Source: an optimization exercise on an open RTL-to-GDS flow (aim: small area, a short achievable clock period and few clock cycles per item). Production flows keep margins and buffers that such runs may drop.
In this exercise RTL edits were held to simulation tests only and were not proved equivalent to the original.
Power and IR drop assume default switching activity.

--- flow/flow/run.sh ---
#!/bin/bash
# The standard layout (the standard.sh, standard synthesis unchanged), with
# one change: the port buffers that placement inserts are sky130_fd_sc_hd__buf_2
# cells instead of the delay cells buffer_ports picks by default. Every input and
# output port still gets its own buffer; the resizer may still resize them.
set -euo pipefail
export BUFFER_PORTS_ARGS="-buffer_cell sky130_fd_sc_hd__buf_2"
bash standard.sh finish > standard_make.log 2>&1
--- flow/standard.sh ---
#!/bin/bash
# synth_recipe.tcl (not shown) runs the flow's synth.tcl, then flattens the netlist and writes it again
# the make line also repeats each setting of config.mk as NAME=value (left out here)
make -C /OpenROAD-flow-scripts/flow DESIGN_CONFIG=/design/flow/config.mk WORK_HOME=/design/flow/orfs CLKGATE_MAP_FILE= SYNTH_SCRIPT=/design/flow/synth_recipe.tcl "${@:-finish}"
--- flow/config.mk ---
export PLATFORM = sky130hd
export DESIGN_NAME = pixel_frame_statistics_unit
export DESIGN_NICKNAME = pixel_frame_statistics_unit
export VERILOG_FILES = /design/flow/design.v
export SDC_FILE = /design/flow/constraint.sdc
export NUM_CORES = 4
export LEC_CHECK = 0
export ABC_AREA = 1
export CAP_MARGIN = 20
export CORE_MARGIN = 2
export CORE_UTILIZATION = 65
export CTS_BUF_LIST = sky130_fd_sc_hd__clkbuf_8
export CTS_CLUSTER_DIAMETER = 50
export CTS_CLUSTER_SIZE = 12
export PLACE_DENSITY = 0.8
export SETUP_SLACK_MARGIN = 3.0
export SLEW_MARGIN = 20
export TNS_END_PERCENT = 10
--- flow/constraint.sdc ---
create_clock -name core_clock -period 4.5 [get_ports {i_clk}]
set_input_delay 0.9000 -clock core_clock [delete_from_list [all_inputs] [get_ports {i_clk}]]
set_output_delay 0.9000 -clock core_clock [all_outputs]
set_load 0.01 [all_outputs]
--- flow/design.v ---
module pixel_frame_statistics_unit #(
    parameter int MAX_WIDTH  = 4096,
    parameter int MAX_HEIGHT = 4096
) (
    input  logic        i_clk,
    input  logic        i_rst_n,
    input  logic        i_cfg_we,
    input  logic [12:0] i_cfg_wdata,
    input  logic        i_pix_valid,
    output logic        o_pix_ready,
    input  logic [24:0] i_pix,
    output logic        o_rpt_valid,
    input  logic        i_rpt_ready,
    output logic [50:0] o_rpt
);
    logic [11:0] r_wm1;
    logic [11:0] r_col, r_row;
    logic [11:0] n_col;
    logic        r_first;               
    logic        r_ready;               
    logic        r_rep;                 
    logic [1:0]  r_kind;
    logic        r_last;                
    logic [23:0] r_bpos, r_dpos;        
    logic [23:0] r_bpix, r_dpix;        
    logic [9:0]  r_bsum, r_dsum;
    logic [23:0] r_max, r_min;          
    logic        p_valid;               
    logic [24:0] p_pix;
    logic [9:0]  p_sum;
    logic        p_wrap;                
    logic        accept, fold, taken;
    logic [9:0]  sum;
    logic        upd_b, upd_d;
    logic [2:0]  upd_max, upd_min;
    assign o_pix_ready = r_ready || (r_last && i_rpt_ready);
    assign accept      = i_pix_valid && o_pix_ready;
    assign fold        = p_valid;
    assign taken       = r_rep && i_rpt_ready;
    assign o_rpt_valid = r_rep;
    assign o_rpt       = {r_kind, r_bpos, r_bpix, r_last};
    function automatic logic gt_tree(input logic [15:0] a, input logic [15:0] b, input int n);
        logic [15:0] g, e;
        for (int i = 0; i < 16; i++) begin
            g[i] = (i < n) && a[i] && !b[i];
            e[i] = (i >= n) || !(a[i] ^ b[i]);
        end
        for (int d = 1; d < 16; d = d * 2) begin
            for (int i = 0; i + d < 16; i = i + 2 * d) begin
                g[i] = g[i + d] || (e[i + d] && g[i]);
                e[i] = e[i + d] && e[i];
            end
        end
        gt_tree = g[0];
    endfunction
    always_comb begin : b_sum
        logic [7:0] x, y, z;
        logic [8:0] cs, cc;             
        logic [8:0] g, p, gp;
        x  = i_pix[24:17];
        y  = i_pix[16:9];
        z  = i_pix[8:1];
        cs = {1'b0, x ^ y ^ z};
        cc = {(x & y) | (x & z) | (y & z), 1'b0};
        g  = cs & cc;
        p  = cs ^ cc;
        gp = p;
        for (int d = 1; d < 9; d = d * 2) begin
            for (int i = 8; i >= d; i--) begin
                g[i]  = g[i] | (gp[i] & g[i - d]);
                gp[i] = gp[i] & gp[i - d];
            end
        end
        sum[0]   = p[0];
        sum[8:1] = p[8:1] ^ g[7:0];
        sum[9]   = g[8];
    end
    always_comb begin
        n_col = r_col;
        if (fold) begin
            if (p_pix[0] || p_wrap) n_col = '0;
            else                    n_col = r_col + 12'd1;
        end
    end
    always_ff @(posedge i_clk) begin
        p_pix  <= i_pix;
        p_sum  <= sum;
        if (fold && (p_pix[0] || p_wrap)) p_wrap <= r_wm1 == 12'd0;
        else p_wrap <= r_col >= r_wm1 || (fold && r_col + 12'd1 == r_wm1);
        if (!i_rst_n) p_valid <= 1'b0;
        else          p_valid <= accept;
    end
    always_ff @(posedge i_clk) begin
        if (!i_rst_n) begin
            r_wm1 <= 12'd639;
        end else if (i_cfg_we) begin
            if (i_cfg_wdata[12])
                r_wm1 <= 12'd4095;
            else if (i_cfg_wdata[11:0] == 12'd0)
                r_wm1 <= 12'd0;
            else
                r_wm1 <= i_cfg_wdata[11:0] - 12'd1;
        end
    end
    always_ff @(posedge i_clk) begin
        if (!i_rst_n) begin
            r_col   <= '0;
            r_row   <= '0;
            r_first <= 1'b1;
            r_ready <= 1'b1;
            r_rep   <= 1'b0;
            r_kind  <= 2'd0;
            r_last  <= 1'b0;
        end else begin
            r_col <= n_col;
            if (taken) begin
                r_kind <= r_kind + 2'd1;
                r_last <= r_kind == 2'd2;
                if (r_last) begin
                    r_rep   <= 1'b0;
                    r_ready <= 1'b1;
                end
            end
            if (accept && i_pix[0]) r_ready <= 1'b0;
            if (fold) begin
                r_first <= p_pix[0];
                if (p_pix[0]) begin
                    r_row <= '0;
                    r_rep <= 1'b1;
                end else if (p_wrap && r_row != 12'd4095) begin
                    r_row <= r_row + 12'd1;
                end
            end
        end
    end
    assign upd_b = fold && (r_first || gt_tree(16'(p_sum), 16'(r_bsum), 10));
    assign upd_d = fold && (r_first || gt_tree(16'(r_dsum), 16'(p_sum), 10));
    for (genvar i = 0; i < 3; i++) begin : g_ch
        assign upd_max[i] = fold && (r_first || gt_tree(16'(p_pix[8*i+1 +: 8]), 16'(r_max[8*i +: 8]), 8));
        assign upd_min[i] = fold && (r_first || gt_tree(16'(r_min[8*i +: 8]), 16'(p_pix[8*i+1 +: 8]), 8));
    end
    always_ff @(posedge i_clk) begin
        if (r_rep) begin
            if (i_rpt_ready) begin
                r_bpos <= r_dpos;
                r_bpix <= r_dpix;
                r_dpos <= '0;
                r_dpix <= r_max;
                r_max  <= r_min;
            end
        end else begin
            if (upd_b) begin
                r_bpos <= {r_col, r_row};
                r_bpix <= p_pix[24:1];
                r_bsum <= p_sum;
            end
            if (upd_d) begin
                r_dpos <= {r_col, r_row};
                r_dpix <= p_pix[24:1];
                r_dsum <= p_sum;
            end
            for (int i = 0; i < 3; i++) begin
                if (upd_max[i]) r_max[8*i +: 8] <= p_pix[8*i+1 +: 8];
                if (upd_min[i]) r_min[8*i +: 8] <= p_pix[8*i+1 +: 8];
            end
        end
    end
endmodule
==> impl_results.html, run 1 <==
<table>
<tr><th>Metric</th><th>Value</th></tr>
<tr><th colspan="2">GRT</th></tr>
<tr><td>Pin count of the biggest net entering global routing</td><td>68</td></tr>
<tr><td>Antenna violations before repair</td><td>0</td></tr>
<tr><td>Global-route wire length before repair</td><td>38700 um</td></tr>
<tr><td>Overall fraction of global-route tracks in use</td><td>26.3%</td></tr>
<tr><td>Vias in the first global route</td><td>7964</td></tr>
<tr><td>Leftover overflow at the end of global routing</td><td>0</td></tr>
<tr><th colspan="2">CTS</th></tr>
<tr><td>CTS buffer count</td><td>25</td></tr>
<tr><td>Clock input transition at the sequential cells of the worst setup and hold paths</td><td>0.08 ns</td></tr>
<tr><td>Deepest clock path buffer count</td><td>3</td></tr>
<tr><td>Clock Sink Count</td><td>243</td></tr>
<tr><td>Insertion delay of the later-clocked pin in the worst-skew pair</td><td>0.56 ns</td></tr>
<tr><td>CTS tree</td><td>yes</td></tr>
<tr><td>Root Driver</td><td>sky130_fd_sc_hd__clkbuf_8</td></tr>
<tr><td>H-tree depth</td><td>1</td></tr>
<tr><td>Count of hold buffers inserted by post-cts repair</td><td>0</td></tr>
<tr><th colspan="2">Synthesis</th></tr>
<tr><td>Share of async-settable or async-resettable flops after synthesis</td><td>0%</td></tr>
<tr><td>Yosys warning total</td><td>1</td></tr>
<tr><td>Avg Cell Area, Syn</td><td>9.81 um^2</td></tr>
<tr><td>Number of nets in the synthesized netlist</td><td>1305</td></tr>
<tr><td>Count of flip-flops with a built-in enable after synthesis</td><td>164</td></tr>
<tr><td>Distinct cell type count after synthesis</td><td>37</td></tr>
<tr><td>Top flip-flop cell by instance count after synthesis</td><td>sky130_fd_sc_hd__edfxtp_1</td></tr>
<tr><td>Share of the yosys chip area belonging to registers</td><td>56.7%</td></tr>
<tr><td>Flip-flop and latch count after synthesis</td><td>243</td></tr>
<tr><td>Mapped Area</td><td>11500 um^2</td></tr>
<tr><td>Cell count after synthesis</td><td>1169</td></tr>
<tr><th colspan="2">Floorplan</th></tr>
<tr><td>Number of placement rows</td><td>48</td></tr>
<tr><td>Height of the chip</td><td>137 um</td></tr>
<tr><td>Width of the die</td><td>137 um</td></tr>
<tr><td>Total core area</td><td>17300 um^2</td></tr>
<tr><td>Initial Util</td><td>66.3%</td></tr>
<tr><td>Overall die area</td><td>18700 um^2</td></tr>
<tr><td>I/O pins</td><td>96</td></tr>
<tr><th colspan="2">Routing</th></tr>
<tr><td>Total via count in the routed design</td><td>8602</td></tr>
<tr><td>Detailed-route DRC error count</td><td>0</td></tr>
<tr><td>Iteration count of the initial detailed-routing pass</td><td>5</td></tr>
<tr><td>Number of violations reported at the end of detailed-routing iteration 0</td><td>664</td></tr>
<tr><td>Number of antenna-violating nets in the routed design</td><td>0</td></tr>
<tr><td>Via count normalized by instance count</td><td>5.59</td></tr>
<tr><td>Average wire per standard cell</td><td>16.7 um</td></tr>
<tr><td>Detailed Route WL</td><td>25600 um</td></tr>
<tr><th colspan="2">Place</th></tr>
<tr><td>Post-DP HPWL</td><td>16400 um</td></tr>
<tr><td>Weighted congestion at the end of routability-driven global placement</td><td>0.863</td></tr>
<tr><td>Count of input and output buffers</td><td>95</td></tr>
<tr><td>Post-place setup slack</td><td>1.61 ns</td></tr>
<tr><th colspan="2">Worst setup path</th></tr>
<tr><td>Worst Setup Path Type</td><td>input pin to output pin</td></tr>
<tr><td>Crit Path Max Fanout</td><td>3</td></tr>
<tr><td>Required time at the endpoint of the critical path</td><td>3.60 ns</td></tr>
<tr><td>CP endpoint kind</td><td>output pin</td></tr>
<tr><td>Worst path arrival time</td><td>1.40 ns</td></tr>
<tr><td>Startpoint types</td><td>input pin</td></tr>
<tr><th colspan="2">STA</th></tr>
<tr><td>Time the worst path needs with I/O delays and setup</td><td>2.30 ns</td></tr>
<tr><td>Setup repair after global routing missed its margin</td><td>true</td></tr>
<tr><td>Final period utilization</td><td>51.1%</td></tr>
<tr><td>Max-Slew Margin vs Limit</td><td>44.9%</td></tr>
<tr><td>Transition time of the tightest slew-check pin</td><td>0.826 ns</td></tr>
<tr><td>Setup TNS after final layout</td><td>0 ns</td></tr>
<tr><td>Worst Skew</td><td>0.0227 ns</td></tr>
<tr><td>Count of final max-slew check failures</td><td>0</td></tr>
<tr><td>Worst setup slack after layout</td><td>2.20 ns</td></tr>
<tr><td>Fmax</td><td>435 MHz</td></tr>
<tr><td>Total of endpoints with negative setup slack in the final report</td><td>0</td></tr>
<tr><td>Final hold vios</td><td>0</td></tr>
<tr><th colspan="2">Run status</th></tr>
<tr><td>Status</td><td>timing/DRC/antenna clean</td></tr>
<tr><th colspan="2">Final layout</th></tr>
<tr><td>Reg area</td><td>6520 um^2</td></tr>
<tr><td>Fillers</td><td>1175</td></tr>
<tr><td>Nets</td><td>1429</td></tr>
<tr><td>Combined area of the multi-input logic cells</td><td>4590 um^2</td></tr>
<tr><td>Share of layout cells above drive strength 1</td><td>15.9%</td></tr>
<tr><td>Synthesis-to-finish area growth</td><td>14.7%</td></tr>
<tr><th colspan="2">Pwr</th></tr>
<tr><td>Pwr/cell area</td><td>363 nW/um^2</td></tr>
<tr><td>Maximum VDD drop</td><td>0.000256 V</td></tr>
<tr><td>Leak Pwr</td><td>0.00591 uW</td></tr>
<tr><th colspan="2">Hold path</th></tr>
<tr><td>Class of the tightest hold or removal check</td><td>input pin to flip-flop</td></tr>
<tr><th colspan="2">Run</th></tr>
<tr><td>Number of maximum-capacitance violations</td><td>0</td></tr>
</table>
## where the power goes
| group | internal (uW) | switching [uW] | total (uW) | leakage (uW) |
|---|---|---|---|---|
| Clock | 526 | 762 | 1290 | 0.000272 |
| Combinational | 302 | 486 | 788 | 0.00344 |
| Sequential | 2600 | 105 | 2700 | 0.00220 |
## final timing paths
kind | startpoint | slack [ns] | depth (start not counted) | to
max | i_rpt_ready | 2.20 | 4 | o_pix_ready
min | i_pix[18] | 0.45 | 1 | p_pix[18]
max reg2reg | r_dsum[5] | 2.35 | 10 | r_dsum[3]
min reg2reg | p_sum[1] | 0.46 | 0 | r_dsum[1]
## area by class of cell
class,count,share of cell area [%]
Clock buffer,25,2.62
Clock inverter,21,0.723
Inverter,168,4.82
Tap cell,225,2.14
Multi-Input combinational cell,742,34.9
Antenna cell,1,0.0190
Sequential cell,243,49.5
Timing Repair Buffer,113,5.28
## through the flow
step / utilization, % / total power [uW] / cells / hold WS [ns] / instance area [um^2]
final: 76.0 / 4780 / 1538 / 0.454 / 13200
after floorplan: - / 3160 / 1169 / 0.426 / 11500
after detailed placement: 70.2 / 3390 / 1463 / 0.459 / 12100
after global routing: 76.0 / 4980 / 1537 / 0.439 / 13200
after global placement: 70.2 / 3350 / 1463 / 0.450 / 12100
after CTS: 74.2 / 4700 / 1522 / 0.438 / 12800
## sequential cells by signal, summed over array words and instances, names as in the netlist
signal / cells
r_kind: 2
r_rep: 1
r_bpix: 24
r_ready: 1
r_max: 24
r_bsum: 10
r_row: 12
p_valid: 1
p_wrap: 1
r_dpos: 24
r_last: 1
r_min: 24
p_pix: 25
r_first: 1
r_col: 12
r_dsum: 10
r_wm1: 12
r_bpos: 24
r_dpix: 24
p_sum: 10
## kinds of logic after synthesis
logic type                 count (synthesis)  synth area share (%)
buffers and inverters                    196                  6.54
xor gates and xnor gates                  13                 0.993
DFF                                      243                  56.7
adders and majority gates                 93                  10.7
and+or+nand+nor                          452                  16.8
AOI/OAI and AO/OA                        172                  8.24
## cell usage in the layout (no fill, tap or decap), drive strengths merged, types with 4 or more instances in the layout
master	Yosys	layout
xor2	11	11
inv	168	183
clkinvlp	0	4
nor3	8	8
a31o	4	4
clkbuf	22	25
a211oi	6	6
dfxtp	79	79
o21a	6	6
buf	6	113
nor2	70	70
nor4	4	4
a21oi	63	63
nand2	289	301
fa	9	9
nand4	18	18
o21ai	80	80
nand3	57	57
edfxtp	164	164
o211ai	6	6
ha	84	84
## per-layer routing
| metal | vias to the layer above | GRT usage (%) | share of wire (%) |
|---|---|---|---|
| met4 | 0 | 7.62 | 2.4 |
| li1 | 4185 | - | - |
| met1 | 4049 | 36.6 | 42 |
| met2 | 310 | 43.5 | 49 |
| met3 | 58 | 3.48 | 6.8 |
| met5 | - | 0 | 0 |
## worst max-delay path, stage by stage
cell and delay [ns]:
sky130_fd_sc_hd__buf_2 0.13, sky130_fd_sc_hd__nand2_1 0.10, sky130_fd_sc_hd__nand2_1 0.11, sky130_fd_sc_hd__buf_2 0.16
## synth_stat cells (all sizes together), types with 3 or more instances
master / number / area, um^2
nand2: 289 / 1110
or2: 3 / 18.8
dfxtp: 79 / 1580
a221oi: 3 / 26.3
o211ai: 6 / 45.0
a21oi: 63 / 315
inv: 168 / 631
clkbuf: 22 / 82.6
a31o: 4 / 35.0
fa: 9 / 180
nand3: 57 / 285
nor2: 70 / 305
buf: 6 / 37.5
nor3b: 3 / 22.5
ha: 84 / 1050
o21a: 6 / 45.0
o21ai: 80 / 400
nand4: 18 / 113
xor2: 11 / 96.3
a211oi: 6 / 45.0
edfxtp: 164 / 4920
nor3: 8 / 45.0
nor4: 4 / 25.0
## what timing repair did
item                       CTS  global route
cloned                       5             7
resized for setup           21            33
setup endpoints to repair  337           343
pin swaps                    9             8
buffers inserted             8             8
Testbench counts, summed over its fixed seeds: cycles 32,511, pixels 31,687.
==> run 2, diff against run 1 <==
--- a/flow/config.mk
+++ b/flow/config.mk
@@ -10,3 +10,3 @@
 export CORE_MARGIN = 2
-export CORE_UTILIZATION = 65
+export CORE_UTILIZATION = 72
 export CTS_BUF_LIST = sky130_fd_sc_hd__clkbuf_8
@@ -14,4 +14,4 @@
 export CTS_CLUSTER_SIZE = 12
-export PLACE_DENSITY = 0.8
-export SETUP_SLACK_MARGIN = 3.0
+export PLACE_DENSITY = 0.85
+export SETUP_SLACK_MARGIN = 2.5
 export SLEW_MARGIN = 20
==> run 2 against run 1 <==
Critical path type is now flip-flop to flip-flop. Largest power group unchanged. Sequential power is essentially flat. Clock power grew 9%. Cell count shrank 2.0%. Core utilization grew 5.9 points. Maximum frequency shrank 4.2%. Hold slack gained 0.014 ns. Largest cell class unchanged. Via count grew 0.71%. Clock-buffer cell count grew 1. Combinational power shrank 8.0%. Highest routed layer is now met5. Power grew 0.89%. Clock skew shrank 0.0026 ns. Sequential share of layout area grew 1.0 points.
==> impl_results.html, run 2 <==
<table>
<tr><th>Metric</th><th>Value</th></tr>
<tr><th colspan="2">Final layout</th></tr>
<tr><td>Final Instance Area</td><td>12900 um^2 (was 13200 um^2)</td></tr>
<tr><td>Antenna fix cells</td><td>0 (was 1)</td></tr>
<tr><td>Max reg flops</td><td>25 (unchanged)</td></tr>
<tr><td>Synthesis-to-finish area growth</td><td>12.2% (was 14.7%)</td></tr>
<tr><td>Share of layout cells above drive strength 1</td><td>13.3% (was 15.9%)</td></tr>
<tr><td>Fillers</td><td>948 (was 1175)</td></tr>
<tr><td>Top reg by flops</td><td>p_pix (unchanged)</td></tr>
<tr><td>Nets</td><td>1410 (was 1429)</td></tr>
<tr><td>Number of standard cells in the layout, taps in and fillers out</td><td>1508 (was 1538)</td></tr>
<tr><td>Most common cell after layout, fill and taps aside</td><td>sky130_fd_sc_hd__nand2_1 (unchanged)</td></tr>
<tr><td>Commonest cells after routing, fill and taps aside</td><td>279 x sky130_fd_sc_hd__nand2_1, 177 x sky130_fd_sc_hd__inv_1, 164 x sky130_fd_sc_hd__edfxtp_1, 93 x sky130_fd_sc_hd__buf_2, 83 x sky130_fd_sc_hd__ha_1 (was 274 x sky130_fd_sc_hd__nand2_1, 177 x sky130_fd_sc_hd__inv_1, 164 x sky130_fd_sc_hd__edfxtp_1, 93 x sky130_fd_sc_hd__buf_2, 83 x sky130_fd_sc_hd__ha_1)</td></tr>
<tr><th colspan="2">GRT</th></tr>
<tr><td>Met3 global-route usage</td><td>6.07% (was 3.48%)</td></tr>
<tr><td>Overall fraction of global-route tracks in use</td><td>29.6% (was 26.3%)</td></tr>
<tr><td>GR met1 Demand/Resource</td><td>38.3% (was 36.6%)</td></tr>
<tr><td>Leftover overflow at the end of global routing</td><td>0 (unchanged)</td></tr>
<tr><td>Global-route wire length before repair</td><td>39300 um (was 38700 um)</td></tr>
<tr><td>GRT Max-Usage Layer</td><td>met2 (unchanged)</td></tr>
<tr><td>Vias in the first global route</td><td>8311 (was 7964)</td></tr>
<tr><td>Pin count of the biggest net entering global routing</td><td>61 (was 68)</td></tr>
<tr><td>Antenna violations before repair</td><td>1 (was 0)</td></tr>
<tr><td>Met2 track demand over resource in global routing</td><td>50.2% (was 43.5%)</td></tr>
<tr><th colspan="2">Routing</th></tr>
<tr><td>Detailed Route WL</td><td>25600 um (about the same)</td></tr>
<tr><td>Number of violations reported at the end of detailed-routing iteration 0</td><td>726 (was 664)</td></tr>
<tr><td>Detailed-route DRC error count</td><td>0 (unchanged)</td></tr>
<tr><td>Total via count in the routed design</td><td>8663 (was 8602)</td></tr>
<tr><td>Average wire per standard cell</td><td>17.0 um (was 16.7 um)</td></tr>
<tr><td>Number of antenna-violating nets in the routed design</td><td>0 (unchanged)</td></tr>
<tr><td>Iteration count of the initial detailed-routing pass</td><td>5 (unchanged)</td></tr>
<tr><td>Via count normalized by instance count</td><td>5.74 (was 5.59)</td></tr>
<tr><th colspan="2">Worst setup path</th></tr>
<tr><td>Kind of cell adding the most delay to the critical path</td><td>simple AND/OR/NAND/NOR gates (was buffers and inverters)</td></tr>
<tr><td>Crit Path Max Fanout</td><td>15 (was 3)</td></tr>
<tr><td>Chain of cells forming the critical path</td><td>inv_2 -&gt; nor2_1 -&gt; nand2_4 -&gt; inv_1 (was buf_2 -&gt; nand2_1 -&gt; nand2_1 -&gt; buf_2)</td></tr>
<tr><td>CP endpoint kind</td><td>flip-flop (was output pin)</td></tr>
<tr><td>Required time at the endpoint of the critical path</td><td>4.68 ns (was 3.60 ns)</td></tr>
<tr><td>Worst Setup Path Type</td><td>flip-flop to flip-flop (was input pin to output pin)</td></tr>
<tr><td>Startpoint types</td><td>flip-flop (was input pin)</td></tr>
<tr><td>Worst path arrival time</td><td>2.58 ns (was 1.40 ns)</td></tr>
<tr><td>Critical-path cell with the highest stage delay</td><td>sky130_fd_sc_hd__nor2_1 (was sky130_fd_sc_hd__buf_2)</td></tr>
<tr><td>Max incr delay on CP</td><td>0.75 ns (was 0.16 ns)</td></tr>
<tr><td>Crit path buffers/inverters</td><td>2 (unchanged)</td></tr>
<tr><th colspan="2">Synthesis</th></tr>
<tr><td>Most common cell in the synthesized netlist</td><td>sky130_fd_sc_hd__nand2_1 (unchanged)</td></tr>
<tr><td>Mapped Area</td><td>11500 um^2 (unchanged)</td></tr>
<tr><td>Leading area contributor after synthesis</td><td>sky130_fd_sc_hd__edfxtp_1 (unchanged)</td></tr>
<tr><td>Avg Cell Area, Syn</td><td>9.81 um^2 (unchanged)</td></tr>
<tr><td>Top cell type's share of synthesized area</td><td>42.9% (unchanged)</td></tr>
<tr><td>Cell count after synthesis</td><td>1169 (unchanged)</td></tr>
<tr><td>Most area-consuming cells after synthesis</td><td>sky130_fd_sc_hd__edfxtp_1 43%, sky130_fd_sc_hd__dfxtp_1 14%, sky130_fd_sc_hd__nand2_1 9.3% (unchanged)</td></tr>
<tr><td>Distinct cell type count after synthesis</td><td>37 (unchanged)</td></tr>
<tr><td>Yosys warning total</td><td>1 (unchanged)</td></tr>
<tr><td>Top flip-flop cell by instance count after synthesis</td><td>sky130_fd_sc_hd__edfxtp_1 (unchanged)</td></tr>
<tr><td>Flip-flop and latch count after synthesis</td><td>243 (unchanged)</td></tr>
<tr><td>Count of flip-flops with a built-in enable after synthesis</td><td>164 (unchanged)</td></tr>
<tr><td>Number of nets in the synthesized netlist</td><td>1305 (unchanged)</td></tr>
<tr><td>Share of async-settable or async-resettable flops after synthesis</td><td>0% (unchanged)</td></tr>
<tr><td>Ranking of synthesized cells by instance count</td><td>283 x sky130_fd_sc_hd__nand2_1, 164 x sky130_fd_sc_hd__edfxtp_1, 164 x sky130_fd_sc_hd__inv_1 (unchanged)</td></tr>
<tr><td>Share of the yosys chip area belonging to registers</td><td>56.7% (unchanged)</td></tr>
<tr><th colspan="2">STA</th></tr>
<tr><td>Final period utilization</td><td>53.4% (was 51.1%)</td></tr>
<tr><td>Setup TNS after final layout</td><td>0 ns (unchanged)</td></tr>
<tr><td>Worst Skew</td><td>0.0201 ns (was 0.0227 ns)</td></tr>
<tr><td>Final hold vios</td><td>0 (unchanged)</td></tr>
<tr><td>Time the worst path needs with I/O delays and setup</td><td>2.40 ns (was 2.30 ns)</td></tr>
<tr><td>Max-Slew Margin vs Limit</td><td>15.0% (was 44.9%)</td></tr>
<tr><td>Total of endpoints with negative setup slack in the final report</td><td>0 (unchanged)</td></tr>
<tr><td>Fmax</td><td>416 MHz (was 435 MHz)</td></tr>
<tr><td>Worst setup slack after layout</td><td>2.10 ns (was 2.20 ns)</td></tr>
<tr><td>Setup repair after global routing missed its margin</td><td>true (unchanged)</td></tr>
<tr><td>Transition time of the tightest slew-check pin</td><td>1.27 ns (was 0.826 ns)</td></tr>
<tr><td>Count of final max-slew check failures</td><td>0 (unchanged)</td></tr>
<tr><th colspan="2">Pwr</th></tr>
<tr><td>Maximum VDD drop</td><td>0.000395 V (was 0.000256 V)</td></tr>
<tr><td>Leak Pwr</td><td>0.00580 uW (was 0.00591 uW)</td></tr>
<tr><td>Total power</td><td>4820 uW (was 4780 uW)</td></tr>
<tr><td>Pwr/cell area</td><td>374 nW/um^2 (was 363 nW/um^2)</td></tr>
<tr><th colspan="2">Place</th></tr>
<tr><td>Instance count after placement with tap cells included</td><td>1454 (was 1463)</td></tr>
<tr><td>Post-DP HPWL</td><td>16600 um (was 16400 um)</td></tr>
<tr><td>Count of input and output buffers</td><td>95 (unchanged)</td></tr>
<tr><td>Post-place setup slack</td><td>1.65 ns (was 1.61 ns)</td></tr>
<tr><td>DP Area</td><td>12100 um^2 (about the same)</td></tr>
<tr><td>Weighted congestion at the end of routability-driven global placement</td><td>0.925 (was 0.863)</td></tr>
<tr><th colspan="2">Floorplan</th></tr>
<tr><td>Overall die area</td><td>17000 um^2 (was 18700 um^2)</td></tr>
<tr><td>Number of placement rows</td><td>46 (was 48)</td></tr>
<tr><td>Height of the chip</td><td>130 um (was 137 um)</td></tr>
<tr><td>Total core area</td><td>15700 um^2 (was 17300 um^2)</td></tr>
<tr><td>I/O pins</td><td>96 (unchanged)</td></tr>
<tr><td>Initial Util</td><td>73.0% (was 66.3%)</td></tr>
<tr><td>Width of the die</td><td>130 um (was 137 um)</td></tr>
<tr><th colspan="2">Run</th></tr>
<tr><td>Number of maximum-capacitance violations</td><td>0 (unchanged)</td></tr>
<tr><th colspan="2">CTS</th></tr>
<tr><td>CTS tree</td><td>yes (unchanged)</td></tr>
<tr><td>Clock input transition at the sequential cells of the worst setup and hold paths</td><td>0.08 ns (about the same)</td></tr>
<tr><td>Clock Sink Count</td><td>243 (unchanged)</td></tr>
<tr><td>CTS buffer count</td><td>25 (unchanged)</td></tr>
<tr><td>Deepest clock path buffer count</td><td>3 (unchanged)</td></tr>
<tr><td>H-tree depth</td><td>1 (unchanged)</td></tr>
<tr><td>Root Driver</td><td>sky130_fd_sc_hd__clkbuf_8 (unchanged)</td></tr>
<tr><td>Insertion delay of the later-clocked pin in the worst-skew pair</td><td>0.54 ns (was 0.56 ns)</td></tr>
<tr><th colspan="2">Hold path</th></tr>
<tr><td>Class of the tightest hold or removal check</td><td>input pin to flip-flop (unchanged)</td></tr>
<tr><th colspan="2">Run status</th></tr>
<tr><td>Status</td><td>timing/DRC/antenna clean (unchanged)</td></tr>
</table>
[run 2: cell counts after synthesis]
No cell type changed its count.
[run 2: cells by family after synthesis]
kind of cell	share of synthesized area [%]
simple gates	16.8
flops	56.7
buf+inv	6.54
compound gates	8.24
fa+ha+maj	10.7
xor+xnor	0.993
[run 2: path summary, 6_finish.rpt]
path / startpoint / end / slack [ns] / cells past startpoint
worst max-delay path: p_valid / r_bsum[3] / 2.10 / 4
worst min-delay path: i_pix[18] / p_pix[18] / 0.47 / 1
worst max register to register: p_valid / r_bsum[3] / 2.10 / 4
worst min register to register: p_sum[0] / r_dsum[0] / 0.48 / 0
[run 2: per-stage QoR]
stage	util, %	hold slack (ns)
2_1_floorplan	-	0.426
3_3_place_gp	77.2	0.467
3_5_place_dp	77.2	0.463
4_1_cts	81.2	0.451
5_1_grt	81.9	0.440
6_report	81.9	0.468
[run 2: repair_timing]
action                                  CTS  global route
pin swaps                                 2             8
setup buffers                             0             3
cloned                                    4             2
endpoints found under the setup margin  199           191
hold endpoints to repair                  0             0
gates resized for setup                  10            15
hold buffers                              0             0
[run 2: final cells by class]
| type | instances | area, um^2 | share of cell area (%) |
|---|---|---|---|
| Sequential cell | 243 | 6510 | 50.6 |
| Multi-Input combinational cell | 734 | 4360 | 33.8 |
| Inverter | 168 | 634 | 4.93 |
| Clock inverter | 19 | 130 | 1.01 |
| Timing Repair Buffer | 102 | 614 | 4.77 |
| Clock buffer | 26 | 358 | 2.78 |
| Tap cell | 216 | 270 | 2.10 |
[run 2: metal layers]
layer	vias to the layer above	part of all wire, %
met3	74	7.8
met2	371	49
met5	-	0.051
met4	2	3.1
met1	4069	40
li1	4147	-
[run 2: power by group]
| group | switching (uW) | total [uW] | internal (uW) |
|---|---|---|---|
| sequential | 105 | 2700 | 2600 |
| combinational | 457 | 725 | 268 |
| clock | 742 | 1400 | 654 |
==> run 3, diff against run 2 <==
==> flow/run.sh (new file) <==
#!/bin/bash
# synth_recipe.tcl (not shown) runs the flow's synth.tcl, then flattens the netlist and writes it again
# the make line also repeats each setting of config.mk as NAME=value (left out here)
make -C /OpenROAD-flow-scripts/flow DESIGN_CONFIG=/design/flow/config.mk WORK_HOME=/design/flow/orfs CLKGATE_MAP_FILE= SYNTH_SCRIPT=/design/flow/synth_recipe.tcl finish
--- a/flow/config.mk
+++ b/flow/config.mk
@@ -10,3 +10,3 @@
 export CORE_MARGIN = 2
-export CORE_UTILIZATION = 72
+export CORE_UTILIZATION = 70
 export CTS_BUF_LIST = sky130_fd_sc_hd__clkbuf_8
@@ -15,3 +15,3 @@
 export PLACE_DENSITY = 0.85
-export SETUP_SLACK_MARGIN = 2.5
+export SETUP_SLACK_MARGIN = 3.0
 export SLEW_MARGIN = 20
removed: flow/flow/run.sh
removed: flow/standard.sh
==> run 3 against run 2 <==
Still clean. First-iteration DRC count is 31% higher. Design area up 8.5%. Clock skew is 0.00080 ns lower. Area after synthesis unchanged. Register-to-register slack better by 0.10 ns. Setup slack improved by 0.018 ns. Hold slack got worse by 0.0083 ns. Synthesized cell count is the same. Clock-buffer cell count unchanged. Largest cell class unchanged. Largest power group unchanged. Highest routed layer is now met4.
==> impl_results.html, run 3 <==
<table>
<tr><th>Metric</th><th>Value</th></tr>
<tr><th colspan="2">STA</th></tr>
<tr><td>Worst setup slack after layout</td><td>2.12 ns (was 2.10 ns)</td></tr>
<tr><td>Setup TNS after final layout</td><td>0 ns (unchanged)</td></tr>
<tr><td>Final period utilization</td><td>53.0% (was 53.4%)</td></tr>
<tr><td>Transition time of the tightest slew-check pin</td><td>0.666 ns (was 1.27 ns)</td></tr>
<tr><td>Final hold vios</td><td>0 (unchanged)</td></tr>
<tr><td>Time the worst path needs with I/O delays and setup</td><td>2.38 ns (was 2.40 ns)</td></tr>
<tr><td>Worst Skew</td><td>0.0193 ns (was 0.0201 ns)</td></tr>
<tr><td>Max-Slew Margin vs Limit</td><td>55.4% (was 15.0%)</td></tr>
<tr><td>Total of endpoints with negative setup slack in the final report</td><td>0 (unchanged)</td></tr>
<tr><td>Fmax</td><td>419 MHz (was 416 MHz)</td></tr>
<tr><td>Count of final max-slew check failures</td><td>0 (unchanged)</td></tr>
<tr><td>Setup repair after global routing missed its margin</td><td>true (unchanged)</td></tr>
<tr><th colspan="2">Final layout</th></tr>
<tr><td>Max reg flops</td><td>25 (unchanged)</td></tr>
<tr><td>Synthesis-to-finish area growth</td><td>21.7% (was 12.2%)</td></tr>
<tr><td>Number of standard cells in the layout, taps in and fillers out</td><td>1549 (was 1508)</td></tr>
<tr><td>Commonest cells after routing, fill and taps aside</td><td>266 x sky130_fd_sc_hd__nand2_1, 164 x sky130_fd_sc_hd__edfxtp_1, 162 x sky130_fd_sc_hd__inv_1, 72 x sky130_fd_sc_hd__ha_1, 69 x sky130_fd_sc_hd__dfxtp_1 (was 279 x sky130_fd_sc_hd__nand2_1, 177 x sky130_fd_sc_hd__inv_1, 164 x sky130_fd_sc_hd__edfxtp_1, 93 x sky130_fd_sc_hd__buf_2, 83 x sky130_fd_sc_hd__ha_1)</td></tr>
<tr><td>Nets</td><td>1449 (was 1410)</td></tr>
<tr><td>Share of layout cells above drive strength 1</td><td>17.1% (was 13.3%)</td></tr>
<tr><td>Most common cell after layout, fill and taps aside</td><td>sky130_fd_sc_hd__nand2_1 (unchanged)</td></tr>
<tr><td>Top reg by flops</td><td>p_pix (unchanged)</td></tr>
<tr><th colspan="2">CTS</th></tr>
<tr><td>CTS buffer count</td><td>25 (unchanged)</td></tr>
<tr><td>Root Driver</td><td>sky130_fd_sc_hd__clkbuf_8 (unchanged)</td></tr>
<tr><td>Count of hold buffers inserted by post-cts repair</td><td>0 (unchanged)</td></tr>
<tr><td>H-tree depth</td><td>1 (unchanged)</td></tr>
<tr><td>Insertion delay of the later-clocked pin in the worst-skew pair</td><td>0.56 ns (was 0.54 ns)</td></tr>
<tr><td>CTS tree</td><td>yes (unchanged)</td></tr>
<tr><td>Deepest clock path buffer count</td><td>3 (unchanged)</td></tr>
<tr><td>Clock input transition at the sequential cells of the worst setup and hold paths</td><td>0.09 ns (was 0.08 ns)</td></tr>
<tr><td>Clock Sink Count</td><td>243 (unchanged)</td></tr>
<tr><th colspan="2">Synthesis</th></tr>
<tr><td>Flip-flop and latch count after synthesis</td><td>243 (unchanged)</td></tr>
<tr><td>Cell count after synthesis</td><td>1169 (unchanged)</td></tr>
<tr><td>Ranking of synthesized cells by instance count</td><td>283 x sky130_fd_sc_hd__nand2_1, 164 x sky130_fd_sc_hd__edfxtp_1, 164 x sky130_fd_sc_hd__inv_1 (unchanged)</td></tr>
<tr><td>Top cell type's share of synthesized area</td><td>42.9% (unchanged)</td></tr>
<tr><td>Share of the yosys chip area belonging to registers</td><td>56.7% (unchanged)</td></tr>
<tr><td>Avg Cell Area, Syn</td><td>9.81 um^2 (unchanged)</td></tr>
<tr><td>Mapped Area</td><td>11500 um^2 (unchanged)</td></tr>
<tr><td>Most common cell in the synthesized netlist</td><td>sky130_fd_sc_hd__nand2_1 (unchanged)</td></tr>
<tr><td>Count of flip-flops with a built-in enable after synthesis</td><td>164 (unchanged)</td></tr>
<tr><td>Top flip-flop cell by instance count after synthesis</td><td>sky130_fd_sc_hd__edfxtp_1 (unchanged)</td></tr>
<tr><td>Most area-consuming cells after synthesis</td><td>sky130_fd_sc_hd__edfxtp_1 43%, sky130_fd_sc_hd__dfxtp_1 14%, sky130_fd_sc_hd__nand2_1 9.3% (unchanged)</td></tr>
<tr><td>Number of nets in the synthesized netlist</td><td>1305 (unchanged)</td></tr>
<tr><td>Share of async-settable or async-resettable flops after synthesis</td><td>0% (unchanged)</td></tr>
<tr><td>Distinct cell type count after synthesis</td><td>37 (unchanged)</td></tr>
<tr><td>Yosys warning total</td><td>1 (unchanged)</td></tr>
<tr><td>Leading area contributor after synthesis</td><td>sky130_fd_sc_hd__edfxtp_1 (unchanged)</td></tr>
<tr><th colspan="2">Place</th></tr>
<tr><td>Count of input and output buffers</td><td>95 (unchanged)</td></tr>
<tr><td>Instance count after placement with tap cells included</td><td>1457 (was 1454)</td></tr>
<tr><td>Post-DP HPWL</td><td>17000 um (was 16600 um)</td></tr>
<tr><td>Post-place setup slack</td><td>1.24 ns (was 1.65 ns)</td></tr>
<tr><td>Weighted congestion at the end of routability-driven global placement</td><td>0.887 (was 0.925)</td></tr>
<tr><th colspan="2">GRT</th></tr>
<tr><td>Antenna violations before repair</td><td>1 (unchanged)</td></tr>
<tr><td>Leftover overflow at the end of global routing</td><td>0 (unchanged)</td></tr>
<tr><td>Pin count of the biggest net entering global routing</td><td>86 (was 61)</td></tr>
<tr><td>Vias in the first global route</td><td>8509 (was 8311)</td></tr>
<tr><td>Global-route wire length before repair</td><td>42400 um (was 39300 um)</td></tr>
<tr><td>Overall fraction of global-route tracks in use</td><td>30.2% (was 29.6%)</td></tr>
<tr><th colspan="2">Routing</th></tr>
<tr><td>Average wire per standard cell</td><td>19.6 um (was 17.0 um)</td></tr>
<tr><td>Number of violations reported at the end of detailed-routing iteration 0</td><td>949 (was 726)</td></tr>
<tr><td>Via count normalized by instance count</td><td>5.98 (was 5.74)</td></tr>
<tr><td>Total via count in the routed design</td><td>9264 (was 8663)</td></tr>
<tr><td>Detailed Route WL</td><td>30400 um (was 25600 um)</td></tr>
<tr><td>Iteration count of the initial detailed-routing pass</td><td>7 (was 5)</td></tr>
<tr><td>Detailed-route DRC error count</td><td>0 (unchanged)</td></tr>
<tr><td>Number of antenna-violating nets in the routed design</td><td>0 (unchanged)</td></tr>
<tr><th colspan="2">Pwr</th></tr>
<tr><td>Pwr/cell area</td><td>362 nW/um^2 (was 374 nW/um^2)</td></tr>
<tr><td>Leak Pwr</td><td>0.00620 uW (was 0.00580 uW)</td></tr>
<tr><td>Maximum VDD drop</td><td>0.000404 V (was 0.000395 V)</td></tr>
<tr><td>Internal power of the cells</td><td>3580 uW (was 3520 uW)</td></tr>
<tr><td>Flop pwr share</td><td>53.7% (was 56.0%)</td></tr>
<tr><td>Logic pwr share</td><td>20.5% (was 15.0%)</td></tr>
<tr><td>Net switching power of the design</td><td>1480 uW (was 1300 uW)</td></tr>
<tr><td>Switching part of the total power</td><td>29.3% (was 27.0%)</td></tr>
<tr><td>Clock share of power</td><td>25.9% (was 28.9%)</td></tr>
<tr><th colspan="2">Floorplan</th></tr>
<tr><td>Overall die area</td><td>17400 um^2 (was 17000 um^2)</td></tr>
<tr><td>Number of placement rows</td><td>46 (unchanged)</td></tr>
<tr><td>Initial Util</td><td>72.0% (was 73.0%)</td></tr>
<tr><td>Total core area</td><td>15900 um^2 (was 15700 um^2)</td></tr>
<tr><td>Width of the die</td><td>132 um (was 130 um)</td></tr>
<tr><td>Height of the chip</td><td>132 um (was 130 um)</td></tr>
<tr><td>I/O pins</td><td>96 (unchanged)</td></tr>
<tr><th colspan="2">Worst setup path</th></tr>
<tr><td>Required time at the endpoint of the critical path</td><td>4.96 ns (was 4.68 ns)</td></tr>
<tr><td>CP endpoint kind</td><td>flip-flop (unchanged)</td></tr>
<tr><td>Max incr delay on CP</td><td>0.58 ns (was 0.75 ns)</td></tr>
<tr><td>Worst path arrival time</td><td>2.85 ns (was 2.58 ns)</td></tr>
<tr><td>Chain of cells forming the critical path</td><td>clkdlybuf4s15_2 -&gt; fa_2 -&gt; inv_2 -&gt; fa_2 -&gt; o21ai_4 -&gt; a21oi_4 -&gt; o21bai_4 -&gt; xor2_1 (was inv_2 -&gt; nor2_1 -&gt; nand2_4 -&gt; inv_1)</td></tr>
<tr><td>Worst Setup Path Type</td><td>input pin to flip-flop (was flip-flop to flip-flop)</td></tr>
<tr><td>Crit Path Max Fanout</td><td>2 (was 15)</td></tr>
<tr><td>Critical-path cell with the highest stage delay</td><td>sky130_fd_sc_hd__fa_2 (was sky130_fd_sc_hd__nor2_1)</td></tr>
<tr><td>Most frequent cell on the critical path</td><td>sky130_fd_sc_hd__fa_2</td></tr>
<tr><td>Startpoint types</td><td>input pin (was flip-flop)</td></tr>
<tr><th colspan="2">Hold path</th></tr>
<tr><td>Class of the tightest hold or removal check</td><td>input pin to flip-flop (unchanged)</td></tr>
<tr><th colspan="2">Run</th></tr>
<tr><td>Number of maximum-capacitance violations</td><td>0 (unchanged)</td></tr>
<tr><th colspan="2">Run status</th></tr>
<tr><td>Status</td><td>timing/DRC/antenna clean (unchanged)</td></tr>
</table>
run 3: layout make-up:
class	count	area [um^2]
flip-flops and latches	243	6520
multi-input cells	735	4760
fillers	763	1980
repair buffers	138	1310
inverters	168	651
clock buffers	26	358
well taps	216	270
clock inverters	20	86.3
repair inverters	2	12.5
diodes	1	2.50
run 3: per-layer routing:
metal | GRT usage (%) | vias to the layer above | routed length (um)
li1 | - | 4221 | -
met1 | 39.7 | 4343 | 11400
met3 | 4.04 | 126 | 2420
met5 | 0 | - | 0
met2 | 52.5 | 574 | 15100
met4 | 9.66 | 0 | 1450
run 3: repair_timing:
action                                 in CTS  in global routing
setup endpoints to repair                 368                360
buffers inserted                           22                 14
gates cloned                                6                  3
endpoints found under the hold margin       0                  0
pin swaps                                  27                 51
resized for setup                         165                159
run 3: kinds of logic after synthesis:
family                   synth area share (%)
AO/OA/AOI/OAI                            8.24
XOR/XNOR                                0.993
adder cells (fa/ha/maj)                  10.7
buffers and inverters                    6.54
flip-flops                               56.7
AND/OR/NAND/NOR                          16.8
run 3: power groups by stage:
stage	logic [uW]	clock network, uW	registers [uW]
after floorplan	434	0	2730
after global placement	654	0	2740
after detailed placement	701	0	2750
after CTS	853	1290	2700
after global routing	1120	1390	2730
final	1040	1310	2720
run 3: metrics by stage:
| step | hold WS (ns) | power (uW) | utilization (%) | instance area (um^2) |
|---|---|---|---|---|
| final | 0.460 | 5060 | 87.6 | 14000 |
| after global routing | 0.446 | 5240 | 87.6 | 14000 |
| after CTS | 0.451 | 4850 | 84.6 | 13500 |
| after detailed placement | 0.466 | 3450 | 79.2 | 12600 |
| after global placement | 0.439 | 3400 | 79.2 | 12600 |
| after floorplan | 0.426 | 3160 | - | 11500 |
run 3: worst paths after layout:
kind	end	startpoint	depth (start not counted)	slack, ns
setup / recovery	p_sum[7]	i_pix[3]	8	2.12
hold reg to reg	r_bsum[0]	p_sum[0]	0	0.48
setup reg to reg	r_bpix[1]	r_bsum[1]	13	2.20
hold / removal	p_pix[10]	i_pix[10]	1	0.46
run 3: worst max-delay path, delay by kind of cell:
kind                       cells  cell delay (ns)
buffers and inverters          2             0.27
xor gates and xnor gates       1             0.24
adders and majority gates      2             0.99
AOI/OAI and AO/OA              3             0.45
==> run 4, diff against run 3 <==
--- a/flow/design.v
+++ b/flow/design.v
@@ -58,3 +58,3 @@
         logic [8:0] cs, cc;             
-        logic [8:0] g, p, gp;
+        logic [8:0] g, t, p, gg, tt;
         x  = i_pix[24:17];
@@ -65,8 +65,14 @@
         g  = cs & cc;
+        t  = cs | cc;
         p  = cs ^ cc;
-        gp = p;
-        for (int d = 1; d < 9; d = d * 2) begin
+        gg[0] = g[0];
+        tt[0] = t[0];
+        for (int i = 1; i < 9; i++) begin
+            gg[i] = g[i] | ((t[i] & cs[i - 1]) & cc[i - 1]);
+            tt[i] = t[i] & t[i - 1];
+        end
+        for (int d = 2; d < 9; d = d * 2) begin
             for (int i = 8; i >= d; i--) begin
-                g[i]  = g[i] | (gp[i] & g[i - d]);
-                gp[i] = gp[i] & gp[i - d];
+                gg[i] = gg[i] | (tt[i] & gg[i - d]);
+                tt[i] = tt[i] & tt[i - d];
             end
@@ -74,4 +80,4 @@
         sum[0]   = p[0];
-        sum[8:1] = p[8:1] ^ g[7:0];
-        sum[9]   = g[8];
+        sum[8:1] = p[8:1] ^ gg[7:0];
+        sum[9]   = gg[8];
     end
==> flow/flow/run.sh (new file) <==
#!/bin/bash
# The standard layout (the standard.sh, standard synthesis unchanged), with
# one change: the port buffers that placement inserts are sky130_fd_sc_hd__buf_2
# cells instead of the delay cells buffer_ports picks by default. Every input and
# output port still gets its own buffer; the resizer may still resize them.
set -euo pipefail
export BUFFER_PORTS_ARGS="-buffer_cell sky130_fd_sc_hd__buf_2"
bash standard.sh finish > standard_make.log 2>&1
==> flow/standard.sh (new file) <==
#!/bin/bash
# synth_recipe.tcl (not shown) runs the flow's synth.tcl, then flattens the netlist and writes it again
# the make line also repeats each setting of config.mk as NAME=value (left out here)
make -C /OpenROAD-flow-scripts/flow DESIGN_CONFIG=/design/flow/config.mk WORK_HOME=/design/flow/orfs CLKGATE_MAP_FILE= SYNTH_SCRIPT=/design/flow/synth_recipe.tcl "${@:-finish}"
--- a/flow/config.mk
+++ b/flow/config.mk
@@ -10,3 +10,3 @@
 export CORE_MARGIN = 2
-export CORE_UTILIZATION = 70
+export CORE_UTILIZATION = 65
 export CTS_BUF_LIST = sky130_fd_sc_hd__clkbuf_8
@@ -14,3 +14,3 @@
 export CTS_CLUSTER_SIZE = 12
-export PLACE_DENSITY = 0.85
+export PLACE_DENSITY = 0.8
 export SETUP_SLACK_MARGIN = 3.0
removed: flow/run.sh
==> run 4 against run 3 <==
Sequential share of layout area is 1.9 points higher. Still clean on timing, DRC and antenna. Critical path depth is 4 lower. Clock skew is 0.0059 ns higher. Critical endpoint is now o_pix_ready. Largest power group unchanged. Combinational power is about 30% lower.
==> impl_results.html, run 4 <==
<table>
<tr><th>Metric</th><th>Value</th></tr>
<tr><th colspan="2">Pwr</th></tr>
<tr><td>Pwr/cell area</td><td>378 nW/um^2 (was 362 nW/um^2)</td></tr>
<tr><td>Maximum VDD drop</td><td>0.000335 V (was 0.000404 V)</td></tr>
<tr><td>Internal power of the cells</td><td>3690 uW (was 3580 uW)</td></tr>
<tr><td>Clock share of power</td><td>32.2% (was 25.9%)</td></tr>
<tr><td>Net switching power of the design</td><td>1380 uW (was 1480 uW)</td></tr>
<tr><td>Leak Pwr</td><td>0.00605 uW (was 0.00620 uW)</td></tr>
<tr><td>Logic pwr share</td><td>14.4% (was 20.5%)</td></tr>
<tr><td>Flop pwr share</td><td>53.5% (was 53.7%)</td></tr>
<tr><td>Total power</td><td>5070 uW (was 5060 uW)</td></tr>
<tr><td>Switching part of the total power</td><td>27.3% (was 29.3%)</td></tr>
<tr><th colspan="2">Synthesis</th></tr>
<tr><td>Avg Cell Area, Syn</td><td>9.66 um^2 (was 9.81 um^2)</td></tr>
<tr><td>Share of the yosys chip area belonging to registers</td><td>55.8% (was 56.7%)</td></tr>
<tr><td>Ranking of synthesized cells by instance count</td><td>293 x sky130_fd_sc_hd__nand2_1, 177 x sky130_fd_sc_hd__inv_1, 164 x sky130_fd_sc_hd__edfxtp_1 (was 283 x sky130_fd_sc_hd__nand2_1, 164 x sky130_fd_sc_hd__edfxtp_1, 164 x sky130_fd_sc_hd__inv_1)</td></tr>
<tr><td>Top cell type's share of synthesized area</td><td>42.2% (was 42.9%)</td></tr>
<tr><td>Top flip-flop cell by instance count after synthesis</td><td>sky130_fd_sc_hd__edfxtp_1 (unchanged)</td></tr>
<tr><td>Leading area contributor after synthesis</td><td>sky130_fd_sc_hd__edfxtp_1 (unchanged)</td></tr>
<tr><td>Most area-consuming cells after synthesis</td><td>sky130_fd_sc_hd__edfxtp_1 42%, sky130_fd_sc_hd__dfxtp_1 14%, sky130_fd_sc_hd__ha_1 9.7% (was sky130_fd_sc_hd__edfxtp_1 43%, sky130_fd_sc_hd__dfxtp_1 14%, sky130_fd_sc_hd__nand2_1 9.3%)</td></tr>
<tr><td>Mapped Area</td><td>11700 um^2 (was 11500 um^2)</td></tr>
<tr><td>Most common cell in the synthesized netlist</td><td>sky130_fd_sc_hd__nand2_1 (unchanged)</td></tr>
<tr><td>Share of async-settable or async-resettable flops after synthesis</td><td>0% (unchanged)</td></tr>
<tr><td>Flip-flop and latch count after synthesis</td><td>243 (unchanged)</td></tr>
<tr><td>Yosys warning total</td><td>1 (unchanged)</td></tr>
<tr><td>Number of nets in the synthesized netlist</td><td>1348 (was 1305)</td></tr>
<tr><td>Count of flip-flops with a built-in enable after synthesis</td><td>164 (unchanged)</td></tr>
<tr><td>Cell count after synthesis</td><td>1207 (was 1169)</td></tr>
<tr><td>Distinct cell type count after synthesis</td><td>46 (was 37)</td></tr>
<tr><th colspan="2">Floorplan</th></tr>
<tr><td>Width of the die</td><td>138 um (was 132 um)</td></tr>
<tr><td>Initial Util</td><td>66.9% (was 72.0%)</td></tr>
<tr><td>Total core area</td><td>17400 um^2 (was 15900 um^2)</td></tr>
<tr><td>I/O pins</td><td>96 (unchanged)</td></tr>
<tr><td>Height of the chip</td><td>138 um (was 132 um)</td></tr>
<tr><td>Number of placement rows</td><td>48 (was 46)</td></tr>
<tr><td>Overall die area</td><td>19000 um^2 (was 17400 um^2)</td></tr>
<tr><th colspan="2">STA</th></tr>
<tr><td>Max-Slew Margin vs Limit</td><td>36.0% (was 55.4%)</td></tr>
<tr><td>Time the worst path needs with I/O delays and setup</td><td>2.19 ns (was 2.38 ns)</td></tr>
<tr><td>Worst Skew</td><td>0.0252 ns (was 0.0193 ns)</td></tr>
<tr><td>Worst hold slack after final layout</td><td>0.437 ns (was 0.460 ns)</td></tr>
<tr><td>Fmax</td><td>456 MHz (was 419 MHz)</td></tr>
<tr><td>Transition time of the tightest slew-check pin</td><td>0.956 ns (was 0.666 ns)</td></tr>
<tr><td>Setup TNS after final layout</td><td>0 ns (unchanged)</td></tr>
<tr><td>Count of final max-slew check failures</td><td>0 (unchanged)</td></tr>
<tr><td>Total of endpoints with negative setup slack in the final report</td><td>0 (unchanged)</td></tr>
<tr><td>Final hold vios</td><td>0 (unchanged)</td></tr>
<tr><td>Setup repair after global routing missed its margin</td><td>true (unchanged)</td></tr>
<tr><td>Final period utilization</td><td>48.8% (was 53.0%)</td></tr>
<tr><th colspan="2">Worst setup path</th></tr>
<tr><td>Critical-path cell with the highest stage delay</td><td>sky130_fd_sc_hd__buf_2 (was sky130_fd_sc_hd__fa_2)</td></tr>
<tr><td>Number of cell instances on the worst register-to-register path</td><td>3 (was 13)</td></tr>
<tr><td>FF-to-FF Start</td><td>r_rep (was r_bsum[1])</td></tr>
<tr><td>Startpoint types</td><td>input pin (unchanged)</td></tr>
<tr><td>Required time at the endpoint of the critical path</td><td>3.60 ns (was 4.96 ns)</td></tr>
<tr><td>Worst Setup Path Type</td><td>input pin to output pin (was input pin to flip-flop)</td></tr>
<tr><td>CP endpoint kind</td><td>output pin (was flip-flop)</td></tr>
<tr><td>Crit Path Max Fanout</td><td>3 (was 2)</td></tr>
<tr><td>Crit path buffers/inverters</td><td>3 (was 2)</td></tr>
<tr><td>Max incr delay on CP</td><td>0.13 ns (was 0.58 ns)</td></tr>
<tr><td>Reg2reg end</td><td>r_max[14] (was r_bpix[1])</td></tr>
<tr><td>Worst-case register-to-register setup slack</td><td>2.31 ns (was 2.20 ns)</td></tr>
<tr><td>Worst path arrival time</td><td>1.29 ns (was 2.85 ns)</td></tr>
<tr><td>Chain of cells forming the critical path</td><td>buf_8 -&gt; a21oi_4 -&gt; inv_1 -&gt; buf_2 (was clkdlybuf4s15_2 -&gt; fa_2 -&gt; inv_2 -&gt; fa_2 -&gt; o21ai_4 -&gt; a21oi_4 -&gt; o21bai_4 -&gt; xor2_1)</td></tr>
<tr><td>Kind of cell adding the most delay to the critical path</td><td>buffers and inverters (was adder cells)</td></tr>
<tr><th colspan="2">GRT</th></tr>
<tr><td>Pin count of the biggest net entering global routing</td><td>49 (was 86)</td></tr>
<tr><td>Antenna violations before repair</td><td>0 (was 1)</td></tr>
<tr><td>Overall fraction of global-route tracks in use</td><td>27.4% (was 30.2%)</td></tr>
<tr><td>Global-route wire length before repair</td><td>40400 um (was 42400 um)</td></tr>
<tr><td>Leftover overflow at the end of global routing</td><td>0 (unchanged)</td></tr>
<tr><td>Vias in the first global route</td><td>8191 (was 8509)</td></tr>
<tr><th colspan="2">Hold path</th></tr>
<tr><td>Class of the tightest hold or removal check</td><td>input pin to flip-flop (unchanged)</td></tr>
<tr><td>Cell count of the worst hold path</td><td>1 (unchanged)</td></tr>
<tr><td>Hold Path Origin</td><td>i_pix[0] (was i_pix[10])</td></tr>
<tr><td>Destination of the worst hold path</td><td>p_pix[0] (was p_pix[10])</td></tr>
<tr><th colspan="2">CTS</th></tr>
<tr><td>CTS buffer count</td><td>28 (was 25)</td></tr>
<tr><td>Root Driver</td><td>sky130_fd_sc_hd__clkbuf_8 (unchanged)</td></tr>
<tr><td>Clock input transition at the sequential cells of the worst setup and hold paths</td><td>0.09 ns (about the same)</td></tr>
<tr><td>CTS tree</td><td>yes (unchanged)</td></tr>
<tr><td>H-tree depth</td><td>1 (unchanged)</td></tr>
<tr><td>Clock Sink Count</td><td>243 (unchanged)</td></tr>
<tr><td>Deepest clock path buffer count</td><td>3 (unchanged)</td></tr>
<tr><td>Insertion delay of the later-clocked pin in the worst-skew pair</td><td>0.58 ns (was 0.56 ns)</td></tr>
<tr><th colspan="2">Final layout</th></tr>
<tr><td>Nets</td><td>1471 (was 1449)</td></tr>
<tr><td>Top reg by flops</td><td>p_pix (unchanged)</td></tr>
<tr><td>Most common cell after layout, fill and taps aside</td><td>sky130_fd_sc_hd__nand2_1 (unchanged)</td></tr>
<tr><td>Synthesis-to-finish area growth</td><td>15.1% (was 21.7%)</td></tr>
<tr><td>Commonest cells after routing, fill and taps aside</td><td>288 x sky130_fd_sc_hd__nand2_1, 185 x sky130_fd_sc_hd__inv_1, 164 x sky130_fd_sc_hd__edfxtp_1, 94 x sky130_fd_sc_hd__buf_2, 86 x sky130_fd_sc_hd__ha_1 (was 266 x sky130_fd_sc_hd__nand2_1, 164 x sky130_fd_sc_hd__edfxtp_1, 162 x sky130_fd_sc_hd__inv_1, 72 x sky130_fd_sc_hd__ha_1, 69 x sky130_fd_sc_hd__dfxtp_1)</td></tr>
<tr><td>Fin util</td><td>77.0% (was 87.6%)</td></tr>
<tr><td>Antenna fix cells</td><td>0 (was 1)</td></tr>
<tr><td>Max reg flops</td><td>25 (unchanged)</td></tr>
<tr><td>Share of layout cells above drive strength 1</td><td>14.7% (was 17.1%)</td></tr>
<tr><th colspan="2">Routing</th></tr>
<tr><td>Number of antenna-violating nets in the routed design</td><td>0 (unchanged)</td></tr>
<tr><td>Detailed Route WL</td><td>26800 um (was 30400 um)</td></tr>
<tr><td>Total via count in the routed design</td><td>8862 (was 9264)</td></tr>
<tr><td>Detailed-route DRC error count</td><td>0 (unchanged)</td></tr>
<tr><td>Average wire per standard cell</td><td>17.0 um (was 19.6 um)</td></tr>
<tr><td>Iteration count of the initial detailed-routing pass</td><td>5 (was 7)</td></tr>
<tr><td>Number of violations reported at the end of detailed-routing iteration 0</td><td>632 (was 949)</td></tr>
<tr><td>Via count normalized by instance count</td><td>5.62 (was 5.98)</td></tr>
<tr><th colspan="2">Place</th></tr>
<tr><td>Weighted congestion at the end of routability-driven global placement</td><td>0.892 (was 0.887)</td></tr>
<tr><td>Count of input and output buffers</td><td>95 (unchanged)</td></tr>
<tr><td>Post-DP HPWL</td><td>17600 um (was 17000 um)</td></tr>
<tr><th colspan="2">Run status</th></tr>
<tr><td>Status</td><td>timing/DRC/antenna clean (unchanged)</td></tr>
<tr><th colspan="2">Run</th></tr>
<tr><td>Number of maximum-capacitance violations</td><td>0 (unchanged)</td></tr>
</table>
## run 4: routing by layer
layer	track usage, %	vias to the layer above	share of wire (%)
met5	0	-	0
met3	4.02	63	6.9
li1	-	4302	-
met4	7.48	0	2.8
met1	38.7	4148	42
met2	44.7	349	48
## run 4: worst max-delay path by stage
stage	startpoint	endpoint	slack, ns	cells past startpoint
after floorplan	i_pix[20]	p_sum[6]	2.12	8
after CTS	i_rpt_ready	o_pix_ready	2.30	4
final	i_rpt_ready	o_pix_ready	2.31	4
after global placement	i_rpt_ready	r_bpos[14]	1.84	3
after detailed placement	i_rpt_ready	r_bpos[14]	1.74	3
after global routing	p_sum[5]	r_dpos[5]	2.27	10
## run 4: final cells by class
class	instances	area (um^2)
Clock buffer	30	413
Tap cell	225	282
Multi-Input combinational cell	766	4600
Inverter	179	683
Clock inverter	22	191
Sequential cell	243	6530
Timing Repair Buffer	112	721
Fill cell	1171	4000
## run 4: cell families (layout without fill, tap and decap cells)
group                      after synthesis  count (layout)  synth area share, %
and+or+nand+nor                        468             475                 16.9
DFF                                    243             243                 55.8
buffers and inverters                  205             343                 6.71
AOI/OAI and AO/OA                      180             180                 8.57
xor gates and xnor gates                13              13                0.977
adders and majority gates               98              98                 11.0
## run 4: what timing repair did
action | CTS | global route
gates resized for setup | 15 | 21
setup endpoints to repair | 342 | 285
hold buffers | 0 | 0
cloned | 3 | 6
pin swaps | 1 | 3
hold endpoints to repair | 0 | 0
setup buffers | 5 | 7
## run 4: stage by stage
stage	instances	instance area [um^2]	setup slack (ns)
floorplan	1207	11700	2.12
global placement	1504	12400	1.84
detailed placement	1504	12400	1.74
CTS	1564	13200	2.30
global route	1577	13400	2.27
finish	1577	13400	2.31
## run 4: power groups by stage
stage          registers, uW  logic, uW  clock network (uW)
3_5_place_dp            2760        625                   0
6_report                2710        728                1630
5_1_grt                 2730        823                1730
2_1_floorplan           2710        433                   0
3_3_place_gp            2750        593                   0
4_1_cts                 2700        666                1640
Testbench counts of run 4, summed over its fixed seeds: cycles 32,511, pixels 31,687.
==> run 5, diff against run 4 <==
--- a/flow/config.mk
+++ b/flow/config.mk
@@ -15,3 +15,3 @@
 export PLACE_DENSITY = 0.8
-export SETUP_SLACK_MARGIN = 3.0
+export SETUP_SLACK_MARGIN = 2.5
 export SLEW_MARGIN = 20
==> run 5 against run 4 <==
Sequential power about the same. Core utilization down 0.50 points. Synthesized cell count unchanged. First-iteration DRC count up 12%. Die area stayed put. Power fell by 4.2%. Critical path depth unchanged. Combinational power rose by 0.5%. Clock skew up 0.0037 ns. Maximum frequency is 0.18% higher. Cell count is 0.51% lower. Sequential cell count unchanged. Largest power group unchanged.
==> impl_results.html, run 5 <==
<table>
<tr><th>Metric</th><th>Value</th></tr>
<tr><th colspan="2">Worst setup path</th></tr>
<tr><td>Startpoint types</td><td>input pin (unchanged)</td></tr>
<tr><td>Worst-case register-to-register setup slack</td><td>2.42 ns (was 2.31 ns)</td></tr>
<tr><td>Number of cell instances on the worst register-to-register path</td><td>10 (was 3)</td></tr>
<tr><th colspan="2">Place</th></tr>
<tr><td>Post-DP HPWL</td><td>17300 um (was 17600 um)</td></tr>
<tr><td>Post-place setup slack</td><td>1.85 ns (was 1.74 ns)</td></tr>
<tr><th colspan="2">STA</th></tr>
<tr><td>Fmax</td><td>456 MHz (about the same)</td></tr>
<tr><td>Setup repair after global routing missed its margin</td><td>true (unchanged)</td></tr>
<tr><td>Worst Skew</td><td>0.0288 ns (was 0.0252 ns)</td></tr>
<tr><th colspan="2">Pwr</th></tr>
<tr><td>Maximum VDD drop</td><td>0.000312 V (was 0.000335 V)</td></tr>
<tr><td>Pwr/cell area</td><td>364 nW/um^2 (was 378 nW/um^2)</td></tr>
<tr><th colspan="2">Routing</th></tr>
<tr><td>Detailed Route WL</td><td>25500 um (was 26800 um)</td></tr>
<tr><td>Number of antenna-violating nets in the routed design</td><td>0 (unchanged)</td></tr>
<tr><td>Iteration count of the initial detailed-routing pass</td><td>5 (unchanged)</td></tr>
<tr><td>Number of violations reported at the end of detailed-routing iteration 0</td><td>707 (was 632)</td></tr>
<tr><td>Total via count in the routed design</td><td>8710 (was 8862)</td></tr>
<tr><th colspan="2">Hold path</th></tr>
<tr><td>Class of the tightest hold or removal check</td><td>input pin to flip-flop (unchanged)</td></tr>
<tr><th colspan="2">Synthesis</th></tr>
<tr><td>Avg Cell Area, Syn</td><td>9.66 um^2 (unchanged)</td></tr>
<tr><td>Mapped Area</td><td>11700 um^2 (unchanged)</td></tr>
<tr><td>Most common cell in the synthesized netlist</td><td>sky130_fd_sc_hd__nand2_1 (unchanged)</td></tr>
<tr><td>Cell count after synthesis</td><td>1207 (unchanged)</td></tr>
<tr><td>Number of nets in the synthesized netlist</td><td>1348 (unchanged)</td></tr>
<tr><td>Most area-consuming cells after synthesis</td><td>sky130_fd_sc_hd__edfxtp_1 42%, sky130_fd_sc_hd__dfxtp_1 14%, sky130_fd_sc_hd__ha_1 9.7% (unchanged)</td></tr>
<tr><td>Top flip-flop cell by instance count after synthesis</td><td>sky130_fd_sc_hd__edfxtp_1 (unchanged)</td></tr>
<tr><td>Distinct cell type count after synthesis</td><td>46 (unchanged)</td></tr>
<tr><th colspan="2">CTS</th></tr>
<tr><td>Deepest clock path buffer count</td><td>3 (unchanged)</td></tr>
<tr><td>Insertion delay of the later-clocked pin in the worst-skew pair</td><td>0.56 ns (was 0.58 ns)</td></tr>
<tr><th colspan="2">Final layout</th></tr>
<tr><td>Share of layout cells above drive strength 1</td><td>15.1% (was 14.7%)</td></tr>
<tr><td>Max reg flops</td><td>25 (unchanged)</td></tr>
<tr><th colspan="2">Run status</th></tr>
<tr><td>Status</td><td>timing/DRC/antenna clean (unchanged)</td></tr>
<tr><th colspan="2">Floorplan</th></tr>
<tr><td>I/O pins</td><td>96 (unchanged)</td></tr>
<tr><td>Total core area</td><td>17400 um^2 (unchanged)</td></tr>
<tr><th colspan="2">GRT</th></tr>
<tr><td>Pin count of the biggest net entering global routing</td><td>42 (was 49)</td></tr>
<tr><td>Antenna violations before repair</td><td>0 (unchanged)</td></tr>
<tr><td>Leftover overflow at the end of global routing</td><td>0 (unchanged)</td></tr>
</table>
[run 5: cell counts after synthesis]
No cell type changed its count.
[run 5: through the flow]
stage | hold slack (ns) | cells | utilization, %
after global routing | 0.425 | 1569 | 76.5
after detailed placement | 0.469 | 1504 | 71.1
after floorplan | 0.426 | 1207 | -
after global placement | 0.457 | 1503 | 70.9
final | 0.444 | 1569 | 76.5
after CTS | 0.428 | 1564 | 75.5
[run 5: worst max path at each step]
stage | cells past startpoint | slack, ns | to | startpoint
final | 4 | 2.31 | o_pix_ready | i_rpt_ready
after global routing | 10 | 2.29 | r_dsum[1] | p_sum[5]
after CTS | 4 | 2.31 | o_pix_ready | i_rpt_ready
after detailed placement | 10 | 1.85 | p_sum[6] | i_pix[20]
after global placement | 2 | 1.82 | r_bpix[20] | r_rep
after floorplan | 8 | 2.12 | p_sum[6] | i_pix[20]
[run 5: final cells by class]
type,instances,area [um^2],area share [%]
inverters,179,686,5.15
clock inverters,19,111,0.836
clock buffers,29,399,3.00
repair buffers,112,767,5.76
well taps,225,282,2.11
multi-input cells,762,4560,34.2
flip-flops and latches,243,6520,48.9
[run 5: worst max-delay path, cell delays in order]
cell,delay (ns)
sky130_fd_sc_hd__buf_8,0.10
sky130_fd_sc_hd__a21oi_4,0.13
sky130_fd_sc_hd__inv_2,0.05
sky130_fd_sc_hd__buf_6,0.11
[run 5: kinds of logic after synthesis]
| kind of cell | synth area share (%) |
|---|---|
| AO/OA/AOI/OAI | 8.57 |
| XOR/XNOR | 0.977 |
| adder cells (fa/ha/maj) | 11.0 |
| buffers and inverters | 6.71 |
| flip-flops | 55.8 |
| AND/OR/NAND/NOR | 16.9 |
[run 5: power breakdown]
part,total [uW],leakage (uW),switching (uW),internal [uW]
Combinational,732,0.00348,438,294
Sequential,2700,0.00219,105,2590
Clock,1430,0.000310,772,657
[run 5: routing by layer]
metal	vias to the layer above	part of all wire, %	track usage, %
met5	-	0	0
met4	0	1.7	7.54
met3	35	7.0	3.00
met2	306	49	45.7
met1	4096	43	37.8
li1	4273	-	-
[run 5: timing repair]
item                       in CTS  in global routing
resized for setup              24                 36
setup buffers                   8                  3
hold endpoints to repair        0                  0
pin swaps                       3                 13
setup endpoints to repair     235                237
gates cloned                    4                  2

what the ideal ports hide:
The results above use ideal ports. As a check the final layouts listed here were re-extracted and re-timed, cells and wires unchanged. Step 1 assumes that a clkbuf_16 drives the clock port and a buf_2 every other input. Step 2, shift: input delay + t, output delay - t, t = (earliest + latest rising clock arrival at the registers) / 2. This alone moves slack from input paths to output paths. Three values: ideal ports, drivers, drivers and shift; two values: the first two.
run	t (ns)	setup slack, ns
run 1	0.584	2.199 / 2.163 / 1.641
run 2	0.574	2.098 / 2.098 / 1.563
run 3	0.591	2.116 / 2.110 / 1.519
run 4	0.605	2.305 / 2.264 / 1.772
run 5	0.589	2.309 / 2.253 / 1.791
After both steps every run listed still meets setup and hold.
